Context: an optimization exercise on an open-source flow, tuned for small area. The choices shown serve that exercise and are no tape-out recipe.
Where RTL was checked, it was by simulation tests only, not by an equivalence proof against the original.
Power figures rest on the tool's default switching activity, not on a simulated workload.

==> job 3176 <==
==> flow/design.v <==
module sample_pack_8 #(
    parameter int width       = 48,
    parameter int width_group = 384
) (
    input  logic                   clk,
    input  logic                   rst_n,
    input  logic                   clr,
    input  logic                   in_valid,
    output logic                   in_ready,
    input  logic [width-1:0]       in_data,
    output logic                   out_valid,
    input  logic                   out_ready,
    output logic [width_group-1:0] out_data,
    output logic [2:0]             fill_cnt
);
    logic                   hold_q;
    logic [2:0]             fill_q;
    logic                   out_valid_q;
    logic [width_group-1:0] asm_q, asm_d;
    logic [width_group-1:0] out_data_q;
    logic                   accept;
    logic                   out_free;
    logic                   last;
    logic [7:0]             asm_load, asm_keep;
    logic                   out_load, out_keep;
    logic                   out_load_direct, out_load_held;
    assign in_ready  = rst_n && !hold_q;
    assign accept    = in_valid && in_ready && !clr;
    assign out_free  = !out_valid_q || out_ready;
    assign last      = (fill_q == 3'd7);
    assign out_valid = out_valid_q;
    assign out_data  = out_data_q;
    assign fill_cnt  = fill_q;
    always_ff @(posedge clk) begin
        if (!rst_n) begin
            hold_q      <= 1'b0;
            fill_q      <= 3'd0;
            out_valid_q <= 1'b0;
        end else begin
            if (clr) begin
                fill_q <= 3'd0;
                hold_q <= 1'b0;
            end else if (accept) begin
                fill_q <= fill_q + 3'd1;
                if (last && !out_free) hold_q <= 1'b1;
            end else if (hold_q && out_free) begin
                hold_q <= 1'b0;
            end
            if ((accept && last) || (hold_q && !clr)) begin
                if (out_free) out_valid_q <= 1'b1;
            end else if (out_ready) begin
                out_valid_q <= 1'b0;
            end
        end
    end
    always_comb begin
        for (int s = 0; s < 8; s++) begin
            asm_load[s] = !hold_q && in_valid && fill_q == 3'(s);
            asm_keep[s] = hold_q || fill_q > 3'(s);
            asm_d[s*width +: width] = (in_data & {width{asm_load[s]}})
                                    | (asm_q[s*width +: width] & {width{asm_keep[s]}});
        end
    end
    always_ff @(posedge clk) begin
        asm_q <= asm_d;
    end
    assign out_load = out_free && (hold_q || (in_valid && last));
    assign out_keep = out_valid_q && !out_ready;
    assign out_load_direct = out_free && !hold_q && in_valid && last;
    assign out_load_held   = out_free && hold_q;
    always_ff @(posedge clk) begin
        out_data_q[7*width-1:0] <= (asm_q[7*width-1:0] & {(7*width){out_load}})
                                 | (out_data_q[7*width-1:0] & {(7*width){out_keep}});
        out_data_q[8*width-1:7*width] <= (in_data & {width{out_load_direct}})
                                       | (asm_q[8*width-1:7*width] & {width{out_load_held}})
                                       | (out_data_q[8*width-1:7*width] & {width{out_keep}});
    end
endmodule
==> flow/flow/run.sh <==
#!/bin/bash
# Standard ORFS layout with smaller port buffers and a leaner clock tree.
set -euo pipefail
cd "$(dirname "$0")/.."
export BUFFER_PORTS_ARGS="-buffer_cell sky130_fd_sc_hd__buf_1"
export CTS_ARGS="-sink_clustering_enable -repair_clock_nets -dont_use_dummy_load -buf_list sky130_fd_sc_hd__clkbuf_8 -sink_clustering_size 20 -sink_clustering_max_diameter 60"
bash standard.sh > flow_make.log 2>&1
==> flow/standard.sh <==
#!/bin/bash
# synth_recipe.tcl (not shown) runs the flow's synth.tcl, then flattens the netlist and writes it again
# the make line also repeats each setting of config.mk as NAME=value (left out here)
make -C /OpenROAD-flow-scripts/flow DESIGN_CONFIG=/design/flow/config.mk WORK_HOME=/design/flow/orfs CLKGATE_MAP_FILE= SYNTH_SCRIPT=/design/flow/synth_recipe.tcl "${@:-finish}"
==> flow/config.mk <==
export PLATFORM = sky130hd
export DESIGN_NAME = sample_pack_8
export DESIGN_NICKNAME = sample_pack_8
export VERILOG_FILES = /design/flow/design.v
export SDC_FILE = /design/flow/constraint.sdc
export NUM_CORES = 4
export LEC_CHECK = 0
export CAP_MARGIN = 20
export CORE_MARGIN = 2
export CORE_UTILIZATION = 70
export PLACE_DENSITY = 0.85
export SLEW_MARGIN = 20
==> flow/constraint.sdc <==
create_clock -name core_clock -period 4.0 [get_ports {clk}]
set_input_delay 0.8000 -clock core_clock [delete_from_list [all_inputs] [get_ports {clk}]]
set_output_delay 0.8000 -clock core_clock [all_outputs]
set_load 0.01 [all_outputs]
==> job 3131: changes against job 3176 <==
==> flow/design.v (replaced) <==
module sample_pack_8 #(
    parameter int width       = 48,
    parameter int width_group = 384
) (
    input  logic                   clk,
    input  logic                   rst_n,
    input  logic                   clr,
    input  logic                   in_valid,
    output logic                   in_ready,
    input  logic [width-1:0]       in_data,
    output logic                   out_valid,
    input  logic                   out_ready,
    output logic [width_group-1:0] out_data,
    output logic [2:0]             fill_cnt
);
    typedef enum logic {
        FILL = 1'b0,
        HOLD = 1'b1
    } state_t;
    state_t                 state_q, state_d;
    logic [2:0]             fill_q, fill_d;
    logic [width_group-1:0] asm_q, asm_d;
    logic [width_group-1:0] out_data_q, out_data_d;
    logic                   out_valid_q, out_valid_d;
    logic                   accept;
    logic                   out_free;
    logic [2:0]             slot;
    logic [width_group-1:0] group_w;
    assign in_ready  = rst_n && (state_q == FILL);
    assign accept    = in_valid && in_ready;
    assign out_free  = !out_valid_q || out_ready;
    assign out_valid = out_valid_q;
    assign out_data  = out_data_q;
    assign fill_cnt  = fill_q;
    always_comb begin
        slot = fill_q;
    end
    always_comb begin
        group_w = asm_q;
        for (int s = 0; s < 8; s++) begin
            if (slot == 3'(s)) begin
                group_w[s*width +: width] = in_data;
            end
        end
    end
    always_comb begin
        state_d     = state_q;
        fill_d      = fill_q;
        asm_d       = asm_q;
        out_data_d  = out_data_q;
        out_valid_d = out_valid_q;
        if (out_valid_q && out_ready) begin
            out_valid_d = 1'b0;
        end
        if (clr) begin
            fill_d  = 3'd0;
            state_d = FILL;
        end else begin
            case (state_q)
                FILL: begin
                    if (accept) begin
                        asm_d  = group_w;
                        fill_d = fill_q + 3'd1;
                        if (fill_q == 3'd7) begin
                            if (out_free) begin
                                out_data_d  = group_w;
                                out_valid_d = 1'b1;
                            end else begin
                                state_d = HOLD;
                            end
                        end
                    end
                end
                HOLD: begin
                    if (out_free) begin
                        out_data_d  = asm_q;
                        out_valid_d = 1'b1;
                        state_d     = FILL;
                    end
                end
                default: begin
                    state_d = FILL;
                end
            endcase
        end
    end
    always_ff @(posedge clk) begin
        if (!rst_n) begin
            state_q     <= FILL;
            fill_q      <= 3'd0;
            asm_q       <= '0;
            out_data_q  <= '0;
            out_valid_q <= 1'b0;
        end else begin
            state_q     <= state_d;
            fill_q      <= fill_d;
            asm_q       <= asm_d;
            out_data_q  <= out_data_d;
            out_valid_q <= out_valid_d;
        end
    end
endmodule
==> flow/run.sh (new file) <==
#!/bin/bash
# synth_recipe.tcl (not shown) runs the flow's synth.tcl, then flattens the netlist and writes it again
# the make line also repeats each setting of config.mk as NAME=value (left out here)
make -C /OpenROAD-flow-scripts/flow DESIGN_CONFIG=/design/flow/config.mk WORK_HOME=/design/flow/orfs CLKGATE_MAP_FILE= SYNTH_SCRIPT=/design/flow/synth_recipe.tcl finish
CORE_UTILIZATION = 40   (was 70)
PLACE_DENSITY = default   (was 0.85)
removed: flow/flow/run.sh
removed: flow/standard.sh
==> notes.md <==
Against job 3176, the cell count of job 3131 is larger by 87%.
In sequential cell count, job 3131 and job 3176 do not differ.
Of job 3131 and job 3176, job 3131 has the higher non-clock buffer count (gap 44).
Of job 3176 and job 3131, job 3131 has the higher register-to-register slack (gap 0.06 ns).
Of job 3131 and job 3176, job 3131 has the higher worst setup slack (gap 0.072 ns).
Between job 3131 and job 3176, the lower cell area is in job 3176 (gap about 53%, measured against job 3176).
Of job 3131 and job 3176, job 3131 has the higher synthesized cell count (gap about 90%, measured against job 3176).

========
==> inputs of job 7410 <==
sample_pack_8 again, from the RTL that the note above started with.
==> module sample_pack_8, before the edit <==
module sample_pack_8 #(
    parameter int width       = 48,
    parameter int width_group = 384
) (
    input  logic                   clk,
    input  logic                   rst_n,
    input  logic                   clr,
    input  logic                   in_valid,
    output logic                   in_ready,
    input  logic [width-1:0]       in_data,
    output logic                   out_valid,
    input  logic                   out_ready,
    output logic [width_group-1:0] out_data,
    output logic [2:0]             fill_cnt
);
    logic                   hold_q;
    logic [2:0]             fill_q;
    logic                   out_valid_q;
    logic [width_group-1:0] asm_q, asm_d;
    logic [width_group-1:0] out_data_q;
    logic                   accept;
    logic                   out_free;
    logic                   last;
    logic [7:0]             asm_load, asm_keep;
    logic                   out_load, out_keep;
    logic                   out_load_direct, out_load_held;
    assign in_ready  = rst_n && !hold_q;
    assign accept    = in_valid && in_ready && !clr;
    assign out_free  = !out_valid_q || out_ready;
    assign last      = (fill_q == 3'd7);
    assign out_valid = out_valid_q;
    assign out_data  = out_data_q;
    assign fill_cnt  = fill_q;
    always_ff @(posedge clk) begin
        if (!rst_n) begin
            hold_q      <= 1'b0;
            fill_q      <= 3'd0;
            out_valid_q <= 1'b0;
        end else begin
            if (clr) begin
                fill_q <= 3'd0;
                hold_q <= 1'b0;
            end else if (accept) begin
                fill_q <= fill_q + 3'd1;
                if (last && !out_free) hold_q <= 1'b1;
            end else if (hold_q && out_free) begin
                hold_q <= 1'b0;
            end
            if ((accept && last) || (hold_q && !clr)) begin
                if (out_free) out_valid_q <= 1'b1;
            end else if (out_ready) begin
                out_valid_q <= 1'b0;
            end
        end
    end
    always_comb begin
        for (int s = 0; s < 8; s++) begin
            asm_load[s] = !hold_q && in_valid && fill_q == 3'(s);
            asm_keep[s] = hold_q || fill_q > 3'(s);
            asm_d[s*width +: width] = (in_data & {width{asm_load[s]}})
                                    | (asm_q[s*width +: width] & {width{asm_keep[s]}});
        end
    end
    always_ff @(posedge clk) begin
        asm_q <= asm_d;
    end
    assign out_load = out_free && (hold_q || (in_valid && last));
    assign out_keep = out_valid_q && !out_ready;
    assign out_load_direct = out_free && !hold_q && in_valid && last;
    assign out_load_held   = out_free && hold_q;
    always_ff @(posedge clk) begin
        out_data_q[7*width-1:0] <= (asm_q[7*width-1:0] & {(7*width){out_load}})
                                 | (out_data_q[7*width-1:0] & {(7*width){out_keep}});
        out_data_q[8*width-1:7*width] <= (in_data & {width{out_load_direct}})
                                       | (asm_q[8*width-1:7*width] & {width{out_load_held}})
                                       | (out_data_q[8*width-1:7*width] & {width{out_keep}});
    end
endmodule
==> flow/config.mk <==
export PLATFORM = sky130hd
export DESIGN_NAME = sample_pack_8
export DESIGN_NICKNAME = sample_pack_8
export VERILOG_FILES = /design/flow/design.v
export SDC_FILE = /design/flow/constraint.sdc
export NUM_CORES = 4
export LEC_CHECK = 0
export CAP_MARGIN = 20
export CORE_MARGIN = 2
export CORE_UTILIZATION = 40
export SLEW_MARGIN = 20
==> flow/constraint.sdc <==
create_clock -name core_clock -period 4.0 [get_ports {clk}]
set_input_delay 0.8000 -clock core_clock [delete_from_list [all_inputs] [get_ports {clk}]]
set_output_delay 0.8000 -clock core_clock [all_outputs]
set_load 0.01 [all_outputs]
standard.sh (not shown) runs the stock make flow with config.mk's settings and CLKGATE_MAP_FILE= SYNTH_SCRIPT=/design/flow/synth_recipe.tcl, a recipe that flattens the netlist after the stock synthesis.
==> flow/flow/run.sh <==
#!/bin/bash
# Standard ORFS layout with smaller port buffers and a leaner clock tree.
set -euo pipefail
cd "$(dirname "$0")/.."
export BUFFER_PORTS_ARGS="-buffer_cell sky130_fd_sc_hd__buf_1"
export CTS_ARGS="-sink_clustering_enable -repair_clock_nets -dont_use_dummy_load -buf_list sky130_fd_sc_hd__clkbuf_8 -sink_clustering_size 20 -sink_clustering_max_diameter 60"
bash standard.sh > flow_make.log 2>&1
==> inputs of job 2359, as changes to job 7410 <==
--- a/flow/design.v
+++ b/flow/design.v
@@ -17,5 +17,6 @@
     logic [2:0]             fill_q;
     logic                   out_valid_q;
-    logic [width_group-1:0] asm_q, asm_d;
+    logic [width_group-1:0] asm_q;
+    wire  [width_group-1:0] asm_d;
     logic [width_group-1:0] out_data_q;
     logic                   accept;
@@ -23,6 +24,5 @@
     logic                   last;
     logic [7:0]             asm_load, asm_keep;
-    logic                   out_load, out_keep;
-    logic                   out_load_direct, out_load_held;
+    wire  [width_group-1:0] out_d;
     assign in_ready  = rst_n && !hold_q;
     assign accept    = in_valid && in_ready && !clr;
@@ -58,21 +58,55 @@
             asm_load[s] = !hold_q && in_valid && fill_q == 3'(s);
             asm_keep[s] = hold_q || fill_q > 3'(s);
-            asm_d[s*width +: width] = (in_data & {width{asm_load[s]}})
-                                    | (asm_q[s*width +: width] & {width{asm_keep[s]}});
         end
     end
+    genvar g;
+    generate
+    for (g = 0; g < 8; g++) begin : g_slot
+        sample_pack_8_sel #(.width(width)) u_asm (
+            .a(in_data), .a_en(asm_load[g]),
+            .b(asm_q[g*width +: width]), .b_en(asm_keep[g]),
+            .y(asm_d[g*width +: width])
+        );
+        logic out_load_s, out_keep_s;
+        sample_pack_8_outctl u_ctl (
+            .out_valid_q(out_valid_q), .out_ready(out_ready), .hold_q(hold_q),
+            .in_valid(in_valid), .last(last),
+            .out_load(out_load_s), .out_keep(out_keep_s)
+        );
+        sample_pack_8_sel #(.width(width)) u_out (
+            .a(g == 7 ? asm_d[g*width +: width] : asm_q[g*width +: width]), .a_en(out_load_s),
+            .b(out_data_q[g*width +: width]), .b_en(out_keep_s),
+            .y(out_d[g*width +: width])
+        );
+    end
+    endgenerate
     always_ff @(posedge clk) begin
         asm_q <= asm_d;
     end
-    assign out_load = out_free && (hold_q || (in_valid && last));
-    assign out_keep = out_valid_q && !out_ready;
-    assign out_load_direct = out_free && !hold_q && in_valid && last;
-    assign out_load_held   = out_free && hold_q;
     always_ff @(posedge clk) begin
-        out_data_q[7*width-1:0] <= (asm_q[7*width-1:0] & {(7*width){out_load}})
-                                 | (out_data_q[7*width-1:0] & {(7*width){out_keep}});
-        out_data_q[8*width-1:7*width] <= (in_data & {width{out_load_direct}})
-                                       | (asm_q[8*width-1:7*width] & {width{out_load_held}})
-                                       | (out_data_q[8*width-1:7*width] & {width{out_keep}});
+        out_data_q <= out_d;
     end
 endmodule
+module sample_pack_8_sel #(
+    parameter int width = 48
+) (
+    input  logic [width-1:0] a,
+    input  logic             a_en,
+    input  logic [width-1:0] b,
+    input  logic             b_en,
+    output logic [width-1:0] y
+);
+    assign y = (a & {width{a_en}}) | (b & {width{b_en}});
+endmodule
+module sample_pack_8_outctl (
+    input  logic out_valid_q,
+    input  logic out_ready,
+    input  logic hold_q,
+    input  logic in_valid,
+    input  logic last,
+    output logic out_load,
+    output logic out_keep
+);
+    assign out_load = (!out_valid_q || out_ready) && (hold_q || (in_valid && last));
+    assign out_keep = out_valid_q && !out_ready;
+endmodule
==> flow/flow/run.sh (replaced) <==
#!/bin/bash
# Standard ORFS layout with smaller port buffers and a leaner clock tree.
set -euo pipefail
cd "$(dirname "$0")/.."
export BUFFER_PORTS_ARGS="-buffer_cell sky130_fd_sc_hd__buf_1"
export CTS_ARGS="-sink_clustering_enable -repair_clock_nets -dont_use_dummy_load -buf_list sky130_fd_sc_hd__clkbuf_8 -sink_clustering_size 18 -sink_clustering_max_diameter 60"
bash standard.sh > flow_make.log 2>&1
--- a/flow/config.mk
+++ b/flow/config.mk
@@ -6,6 +6,9 @@
 export NUM_CORES = 4
 export LEC_CHECK = 0
-export CAP_MARGIN = 20
+export CAP_MARGIN = 0
 export CORE_MARGIN = 2
-export CORE_UTILIZATION = 40
-export SLEW_MARGIN = 20
+export CORE_UTILIZATION = 70
+export PLACE_DENSITY = 0.85
+export SLEW_MARGIN = 0
+export SYNTH_HIERARCHICAL = 1
+export SYNTH_MINIMUM_KEEP_SIZE = 0
==> notes.md <==
quantity	job 7410	job 2359
Iteration count of the initial detailed-routing pass	7	6
Count of mapped cells out of synthesis	1911	1771
Crit end category	output pin	flop
Crit path required time	3.20 ns	4.50 ns
Status	finished clean	finished clean
Placed Area	25900 sq um	25200 sq um
Vias post-DR	17012	17265
Portion of total power attributed to the clock network	0.299	0.290
Worst Path Buf+Inv	2	0
Leak Pwr	10.1 nW	9.83 nW
Reg2reg path depth	6	5
Routed met3 length	5660 microns	7350 microns
Clock-cell share of area	0.0263	0.0260
Crit path from	hold_q	fill_q[0]
Function not checked in job 2359: the RTL went through the layout flow alone.

## what the ideal ports hide
How much do the figures lean on ideal ports? The routed layouts below were timed once more, with nothing changed but the port constraints.
Step 1 assumes that a clkbuf_16 drives the clock port and a buf_2 every other input.
Step 2, shift: input delay + t, output delay - t, t = (earliest + latest rising clock arrival at the registers) / 2. This alone moves slack from input paths to output paths.
Slacks: ideal ports / drivers / drivers and shift; pairs: ideal ports / drivers.
run | t (ns) | slack for setup (ns) | worst setup path at the end | worst data-port slew with drivers (ns)
job 3176 | 0.627 | 1.061 / 1.009 / 1.069 | input to register | 0.08
job 3131 | 0.701 | 1.133 / 1.070 / 0.753 | input to register | 0.11
job 7410 | 0.689 | 0.992 / 0.936 / 0.996 | input to register | 0.15
job 2359 | 0.641 | 1.136 / 1.136 / 0.855 | input to register | 0.09
After both steps every run listed still meets setup and hold. The setup slack of job 3131, which loses most, moves by -0.063 ns with the drivers and by -0.380 ns with both steps.
